What follows belongs to an exercise in optimizing a design on an open flow for small area, a short achievable clock period and few clock cycles per item; a production flow would make more cautious choices.
In this exercise RTL edits were held to simulation tests only and were not proved equivalent to the original.

<file path="design.v">
package pip_pkg;
    localparam int MAX_VERTICES = 64;
    localparam int ADDR_W       = $clog2(MAX_VERTICES);
    localparam int CNT_W        = $clog2(MAX_VERTICES + 1);
    localparam int COORD_W      = 24;
    localparam int DIFF_W       = COORD_W + 1;
    localparam int PROD_W       = 2 * DIFF_W;
    localparam int Q_ONE        = 256;
    typedef enum logic [1:0] {
        CMD_CLEAR  = 2'd0,
        CMD_APPEND = 2'd1,
        CMD_QUERY  = 2'd2
    } t_cmd;
    typedef enum logic [2:0] {
        S_IDLE,
        S_WALK,
        S_CLOSE,
        S_DRAIN,
        S_RESULT
    } t_state;
    typedef struct packed {
        logic [1:0]                command;
        logic signed [COORD_W-1:0] point_x;
        logic signed [COORD_W-1:0] point_y;
    } t_in_word;
    typedef struct packed {
        logic             inside_res;
        logic             error;
        logic [CNT_W-1:0] vertex_total;
    } t_out_word;
    typedef struct packed {
        logic signed [COORD_W-1:0] x;
        logic signed [COORD_W-1:0] y;
    } t_vertex;
    localparam int VTX_W = 2 * COORD_W;
endpackage
module pip_ram #(
    parameter int WIDTH = 8,
    parameter int DEPTH = 16
) (
    input  logic                     i_clk,
    input  logic                     i_wr_en,
    input  logic [$clog2(DEPTH)-1:0] i_wr_addr,
    input  logic [WIDTH-1:0]         i_wr_data,
    input  logic                     i_rd_en,
    input  logic [$clog2(DEPTH)-1:0] i_rd_addr,
    output logic [WIDTH-1:0]         o_rd_data
);
    logic [WIDTH-1:0] r_mem [DEPTH];
    logic [WIDTH-1:0] r_rd_data;
    always_ff @(posedge i_clk) begin
        if (i_wr_en) begin
            r_mem[i_wr_addr] <= i_wr_data;
        end
        if (i_rd_en) begin
            r_rd_data <= r_mem[i_rd_addr];
        end
    end
    assign o_rd_data = r_rd_data;
endmodule
module point_in_polygon_test_unit (
    input  logic                i_clk,
    input  logic                i_rst_n,
    input  logic                i_in_valid,
    output logic                o_in_stall,
    input  logic [49:0]         i_in_word_flat,
    output logic                o_out_valid,
    input  logic                i_out_stall,
    output logic [8:0]          o_out_word_flat
);
    pip_pkg::t_in_word  i_in_word;
    pip_pkg::t_out_word o_out_word;
    assign i_in_word       = i_in_word_flat;
    assign o_out_word_flat = o_out_word;
    localparam int CW = pip_pkg::CNT_W;
    localparam int AW = pip_pkg::ADDR_W;
    localparam int DW = pip_pkg::DIFF_W;
    localparam int PW = pip_pkg::PROD_W;
    localparam int XW = pip_pkg::COORD_W;
    pip_pkg::t_state    r_state, n_state;
    logic [CW-1:0]      r_count, n_count;
    logic [CW-1:0]      r_addr, n_addr;
    pip_pkg::t_out_word r_res, n_res;
    pip_pkg::t_out_word r_out_word;
    logic               r_out_valid;
    logic               r_parity, n_parity;
    logic               r_rd_vld, r_rd_first;
    logic signed [XW-1:0] r_qx, r_qy;
    pip_pkg::t_vertex   r_first, r_prev;
    logic               r_e0_vld, r_e1_vld, r_e2_vld;
    pip_pkg::t_vertex   r_e0_p1, r_e0_p2;
    logic               r_e1_pre, r_e1_dx_small, r_e1_dy_neg;
    logic signed [DW-1:0] r_e1_a, r_e1_b, r_e1_c, r_e1_d;
    logic               r_e2_pre, r_e2_dx_small, r_e2_dy_neg;
    logic signed [PW-1:0] r_e2_lhs, r_e2_rhs;
    logic [1:0]         cmd;
    logic               in_acc, out_free, full, few, is_query_walk;
    logic               rd_en, wr_en, e0_load;
    logic [AW-1:0]      rd_addr;
    pip_pkg::t_vertex   rd_data, wr_data, launch_p2;
    assign cmd      = i_in_word.command;
    assign in_acc   = i_in_valid && !o_in_stall;
    assign out_free = !r_out_valid || !i_out_stall;
    assign full     = r_count >= CW'(pip_pkg::MAX_VERTICES);
    assign few      = r_count <= CW'(2);
    assign is_query_walk = (cmd == pip_pkg::CMD_QUERY) && !few;
    assign wr_data  = {i_in_word.point_x, i_in_word.point_y};
    pip_ram #(
        .WIDTH(pip_pkg::VTX_W),
        .DEPTH(pip_pkg::MAX_VERTICES)
    ) u_vertex_ram (
        .i_clk    (i_clk),
        .i_wr_en  (wr_en),
        .i_wr_addr(r_count[AW-1:0]),
        .i_wr_data(wr_data),
        .i_rd_en  (rd_en),
        .i_rd_addr(rd_addr),
        .o_rd_data(rd_data)
    );
    always_comb begin
        n_state = r_state;
        case (r_state)
            pip_pkg::S_IDLE: begin
                if (in_acc) begin
                    n_state = is_query_walk ? pip_pkg::S_WALK : pip_pkg::S_RESULT;
                end
            end
            pip_pkg::S_WALK: begin
                if (r_addr == r_count && r_rd_vld) begin
                    n_state = pip_pkg::S_CLOSE;
                end
            end
            pip_pkg::S_CLOSE: begin
                n_state = pip_pkg::S_DRAIN;
            end
            pip_pkg::S_DRAIN: begin
                if (!r_e0_vld && !r_e1_vld && !r_e2_vld) begin
                    n_state = pip_pkg::S_RESULT;
                end
            end
            pip_pkg::S_RESULT: begin
                if (out_free) begin
                    n_state = pip_pkg::S_IDLE;
                end
            end
            default: n_state = pip_pkg::S_IDLE;
        endcase
    end
    always_comb begin
        o_in_stall = 1'b1;
        rd_en      = 1'b0;
        rd_addr    = r_addr[AW-1:0];
        wr_en      = 1'b0;
        e0_load    = 1'b0;
        launch_p2  = rd_data;
        case (r_state)
            pip_pkg::S_IDLE: begin
                o_in_stall = 1'b0;
                rd_addr    = '0;
                rd_en      = in_acc && is_query_walk;
                wr_en      = in_acc && (cmd == pip_pkg::CMD_APPEND) && !full;
            end
            pip_pkg::S_WALK: begin
                rd_en   = r_addr != r_count;
                e0_load = r_rd_vld && !r_rd_first;
            end
            pip_pkg::S_CLOSE: begin
                e0_load   = 1'b1;
                launch_p2 = r_first;
            end
            default: ;
        endcase
    end
    always_comb begin
        n_count  = r_count;
        n_addr   = r_addr;
        n_res    = r_res;
        n_parity = r_parity;
        if (r_state == pip_pkg::S_IDLE && in_acc) begin
            n_addr   = CW'(1);
            n_parity = 1'b0;
            n_res    = {1'b0, 1'b0, r_count};
            case (cmd)
                pip_pkg::CMD_CLEAR: begin
                    n_count = '0;
                    n_res.vertex_total = '0;
                end
                pip_pkg::CMD_APPEND: begin
                    if (full) begin
                        n_res.error = 1'b1;
                    end else begin
                        n_count = r_count + CW'(1);
                        n_res.vertex_total = r_count + CW'(1);
                    end
                end
                default: ;
            endcase
        end
        if (r_state == pip_pkg::S_WALK && rd_en) begin
            n_addr = r_addr + CW'(1);
        end
        if (r_e2_vld && r_e2_pre &&
            (r_e2_dx_small || (r_e2_dy_neg ? (r_e2_lhs >= r_e2_rhs)
                                           : (r_e2_lhs <= r_e2_rhs)))) begin
            n_parity = !r_parity;
        end
        if (r_state == pip_pkg::S_DRAIN && n_state == pip_pkg::S_RESULT) begin
            n_res.inside_res = r_parity;
        end
    end
    always_ff @(posedge i_clk) begin
        if (!i_rst_n) begin
            r_state     <= pip_pkg::S_IDLE;
            r_count     <= '0;
            r_addr      <= '0;
            r_parity    <= 1'b0;
            r_rd_vld    <= 1'b0;
            r_rd_first  <= 1'b0;
            r_e0_vld    <= 1'b0;
            r_e1_vld    <= 1'b0;
            r_e2_vld    <= 1'b0;
            r_out_valid <= 1'b0;
        end else begin
            r_state    <= n_state;
            r_count    <= n_count;
            r_addr     <= n_addr;
            r_parity   <= n_parity;
            r_rd_vld   <= rd_en;
            r_rd_first <= r_state == pip_pkg::S_IDLE;
            r_e0_vld   <= e0_load;
            r_e1_vld   <= r_e0_vld;
            r_e2_vld   <= r_e1_vld;
            if (r_state == pip_pkg::S_RESULT && out_free) begin
                r_out_valid <= 1'b1;
            end else if (!i_out_stall) begin
                r_out_valid <= 1'b0;
            end
        end
    end
    always_ff @(posedge i_clk) begin
        r_res <= n_res;
        if (r_state == pip_pkg::S_IDLE && in_acc) begin
            r_qx <= i_in_word.point_x;
            r_qy <= i_in_word.point_y;
        end
        if (r_rd_vld) begin
            r_prev <= rd_data;
            if (r_rd_first) begin
                r_first <= rd_data;
            end
        end
        if (e0_load) begin
            r_e0_p1 <= r_prev;
            r_e0_p2 <= launch_p2;
        end
        if (r_state == pip_pkg::S_RESULT && out_free) begin
            r_out_word <= r_res;
        end
    end
    logic signed [XW-1:0] ymin, ymax, xmax;
    logic signed [DW-1:0] dy, dx;
    logic [DW-1:0]        dy_abs, dx_abs;
    always_comb begin
        ymin   = (r_e0_p1.y < r_e0_p2.y) ? r_e0_p1.y : r_e0_p2.y;
        ymax   = (r_e0_p1.y > r_e0_p2.y) ? r_e0_p1.y : r_e0_p2.y;
        xmax   = (r_e0_p1.x > r_e0_p2.x) ? r_e0_p1.x : r_e0_p2.x;
        dy     = DW'(r_e0_p2.y) - DW'(r_e0_p1.y);
        dx     = DW'(r_e0_p2.x) - DW'(r_e0_p1.x);
        dy_abs = dy[DW-1] ? DW'(-dy) : DW'(dy);
        dx_abs = dx[DW-1] ? DW'(-dx) : DW'(dx);
    end
    always_ff @(posedge i_clk) begin
        r_e1_pre      <= (r_qy >= ymin) && (r_qy <= ymax) && (r_qx <= xmax) &&
                         (dy_abs > DW'(pip_pkg::Q_ONE));
        r_e1_dx_small <= dx_abs <= DW'(pip_pkg::Q_ONE);
        r_e1_dy_neg   <= dy[DW-1];
        r_e1_a        <= DW'(r_qx) - DW'(r_e0_p1.x);
        r_e1_b        <= dy;
        r_e1_c        <= DW'(r_qy) - DW'(r_e0_p1.y);
        r_e1_d        <= dx;
    end
    always_ff @(posedge i_clk) begin
        r_e2_pre      <= r_e1_pre;
        r_e2_dx_small <= r_e1_dx_small;
        r_e2_dy_neg   <= r_e1_dy_neg;
        r_e2_lhs      <= PW'(r_e1_a) * PW'(r_e1_b);
        r_e2_rhs      <= PW'(r_e1_c) * PW'(r_e1_d);
    end
    assign o_out_valid = r_out_valid;
    assign o_out_word  = r_out_word;
endmodule
</file>
<file path="run.sh">
#!/bin/bash
# synth_recipe.tcl (not shown) runs the flow's synth.tcl, then flattens the netlist and writes it again
# the make line also repeats each setting of config.mk as NAME=value (left out here)
make -C /OpenROAD-flow-scripts/flow DESIGN_CONFIG=/design/flow/config.mk WORK_HOME=/design/flow/orfs CLKGATE_MAP_FILE= SYNTH_SCRIPT=/design/flow/synth_recipe.tcl finish
</file>
<file path="config.mk">
export PLATFORM = sky130hd
export DESIGN_NAME = point_in_polygon_test_unit
export DESIGN_NICKNAME = point_in_polygon_test_unit
export VERILOG_FILES = /design/flow/design.v
export SDC_FILE = /design/flow/constraint.sdc
export NUM_CORES = 4
export LEC_CHECK = 0
export CAP_MARGIN = 20
export CORE_MARGIN = 2
export CORE_UTILIZATION = 40
export SLEW_MARGIN = 20
</file>
<file path="constraint.sdc">
create_clock -name core_clock -period 10.0 [get_ports {i_clk}]
set_input_delay 2.0000 -clock core_clock [delete_from_list [all_inputs] [get_ports {i_clk}]]
set_output_delay 2.0000 -clock core_clock [all_outputs]
set_load 0.01 [all_outputs]
</file>
==> run notes <==
==> per-layer routing <==
layer,vias up,wire length [microns]
met5,-,176
met4,26,23300
met3,1001,41800
met2,4703,272000
met1,59168,218000
li1,48319,-
==> per-stage QoR <==
| stage | instances | hold WS, ns | util |
|---|---|---|---|
| 6_report | 20118 | 0.326 | 0.446 |
| 5_1_grt | 20108 | 0.343 | 0.446 |
| 4_1_cts | 20101 | 0.326 | 0.446 |
| 3_5_place_dp | 19425 | 0.312 | 0.421 |
| 3_3_place_gp | 19423 | 0.311 | 0.421 |
| 2_1_floorplan | 13483 | 0.310 | - |
==> worst max-delay path, delay by kind of cell (launching register included) <==
kind / cells / cell delay, ns
adders and majority gates: 8 / 3.84
AOI/OAI and AO/OA: 10 / 2.54
DFF: 1 / 1.07
buffers and inverters: 5 / 0.26
and+or+nand+nor: 1 / 0.17
xor gates and xnor gates: 1 / 0.15
==> cell usage after synthesis, types with 35 or more instances <==
cell | instances | area (sq um)
dfxtp_1 | 229 | 4580
o2111ai_1 | 72 | 631
a31oi_1 | 56 | 350
o221ai_1 | 118 | 1030
nand2b_1 | 48 | 300
a211oi_1 | 63 | 473
fa_1 | 1320 | 26400
buf_1 | 112 | 420
nor3_1 | 51 | 255
o21ai_0 | 718 | 3590
nand4_1 | 49 | 307
nor2b_1 | 46 | 288
ha_1 | 505 | 6320
edfxtp_1 | 3378 | 101000
and2_1 | 630 | 3940
o21a_1 | 57 | 428
clkbuf_1 | 540 | 2030
mux4_2 | 389 | 8760
a311oi_1 | 35 | 307
mux2_2 | 51 | 574
a21o_1 | 252 | 1890
inv_1 | 1416 | 5320
nand3_1 | 111 | 556
a22oi_1 | 68 | 510
a21oi_1 | 491 | 2460
xor2_1 | 48 | 420
mux2i_1 | 410 | 4100
nand2_1 | 1220 | 4580
xnor2_1 | 124 | 1090
o211ai_1 | 131 | 983
nor2_1 | 406 | 1520
buf_2 | 36 | 180
==> area by class of cell <==
class / count / area [sq um]
inverter: 1421 / 5340
clock inverter: 211 / 2050
antenna: 15 / 37.5
tap: 6223 / 7790
sequential: 3607 / 106000
multi-input combinational: 7765 / 75200
clock buffer: 465 / 9920
fill: 41699 / 260000
timing repair buffer: 411 / 3490
==> registers in the layout (all words and copies together), names as in the netlist, 3 cells and up <==
signal,flops
r_addr,7
r_count,7
r_e0_p1,48
r_e0_p2,48
r_e1_a,25
r_e1_b,24
r_e1_c,25
r_e1_d,25
r_e2_lhs,50
r_e2_rhs,50
r_first,48
r_out_word,9
r_prev,48
r_qx,24
r_qy,24
r_res,9
r_state,3
u_vertex_ram.r_mem,3072
u_vertex_ram.r_rd_data,48
==> path summary, 6_finish.rpt <==
path,from,cells past startpoint,slack (ns),end
max,r_e1_b[5],25,1.87,r_e2_lhs[48]
min,r_e1_pre,0,0.33,r_e2_pre
max reg2reg,r_e1_b[5],25,1.87,r_e2_lhs[48]
min reg2reg,r_e1_pre,0,0.33,r_e2_pre
==> cells by family after synthesis <==
group	share of synthesized area
DFF	0.562
xor gates and xnor gates	0.00808
AOI/OAI and AO/OA	0.0753
muxes	0.0713
and+or+nand+nor	0.0669
buffers and inverters	0.0423
adders and majority gates	0.174
==> impl_metrics.tcl <==
set metrics [dict create \
    status "timing/DRC/antenna clean" \
    antenna_found_initial 33 \
    vias 113217 \
    pre_cts_ws_ns 1.90 \
    postLayoutCellArea_sq_um 210000 \
    grt_pass1_wl_microns 808000 \
    dieArea_sq_um 477000 \
    coreArea_sq_um 470000 \
    min_path_type "reg2reg" \
    slew_violations 0 \
    die_h_microns 691 \
    crit_top_cell "fa_1" \
    synth-edff-count 3378 \
    routed_wl_microns 555000 \
    synth_ff_type "edfxtp_1" \
    seq_area_frac_synth 0.562 \
    cts_buffer_depth 4 \
    layout_common_cells "edfxtp_1 (3378), inv_1 (1416), fa_1 (1320)" \
    final_common_cell "edfxtp_1" \
    tritoncts "built" \
    synth_area_sq_um 189000 \
    cp.arrival_ns 8.98 \
    met1_usage 0.299 \
    grt.busiest_layer "met2" \
    firstDrtPassIters 6 \
    gp_congestion 0.886 \
    initial_core_util 0.401 \
    fin_crit_ns 8.13 \
    start_kind "flip-flop" \
    drive_gt1_frac 0.107 \
    ys_warn_count 2 \
    crit_fanout 25 \
    syn_to_final_growth_pct 11.3 \
    clkLatencyLatePin_ns 0.99 \
    tightestPinTransition_ns 1.19 \
    grt-ovfl-total 0 \
    layout.nets 15458 \
    max_freq_mhz 123 \
    drcViolationCount 0 \
    vias_per_cell 5.63 \
    rows 252 \
    setup_viol 0 \
    cts_setup_buffers 0 \
    detail-route-antenna-nets 0 \
    place_hpwl_microns 354000 \
    avgSynthCellArea_sq_um 14.0 \
    grt_pass1_vias 114932 \
    cp.required_ns 10.85 \
    drv_cap 0 \
    cts_max_level 5 \
    grt_max_degree 128 \
    cts_resized 0 \
    slew_headroom 0.197 \
    grt_usage 0.230 \
    slowest_stage "dfxtp_1" \
    finalCritPeriodShare 0.813 \
    synthCells 13483 \
    synth_cell_type_count 94 \
    worstSetupEndpointType "flip-flop" \
    clock_sinks 3607 \
    wl_per_cell_microns 27.6 \
    clkSlewWorstSetupHoldPaths_ns 0.06 \
    use_met2 0.390 \
    placed_area_sq_um 198000 \
    timing_worst_setup_path_type "reg2reg" \
    rsz0062_at_grt "no" \
    setup_slack_ns 1.87 \
    io_buffers 64 \
    mappedNetlistNets 15362 \
    grtUsageMet3 0.0351 \
    fp.dieW_microns 691 \
    pin_count 65 \
    cts-root-buf "clkbuf_16" \
    synth.ff_latch_count 3607 \
    fin_tns_setup_ns 0 \
    drtIter0Drc 11773 \
    async_flop_share 0 \
    hold_viol 0 \
    slowest_delay_ns 1.07 \
    cts-buffers-inserted 373 \
    ctsHoldBuffers 0 \
    fin_skew_ns 0.0891 \
]
Testbench counts, summed over its fixed seeds: cycles 144,782, items 10,091.

==> port drivers added, routing unchanged <==
The results above use ideal ports. As a check the final layout listed here was re-extracted and re-timed, cells and wires unchanged.
Step 1 assumes that a clkbuf_16 drives the clock port and a buf_2 every other input.
Step 2 times the ports against the registers' clock, not the clock port: input delays grow and output delays shrink by t, the midpoint of the rising clock arrivals with the driver on.
Slacks: no drivers / after step 1 / after step 2; pairs: no drivers / after step 1.
t, ns: 1.058
setup WS [ns]: 1.874 / 1.874 / 1.874
worst setup path at the end: register to register
clock arrival spread, ns: 0.091 / 0.091
After both steps setup and hold are still met in this run. For this run, drivers alone change the setup slack by 0.000 ns; drivers and shift together by 0.000 ns.
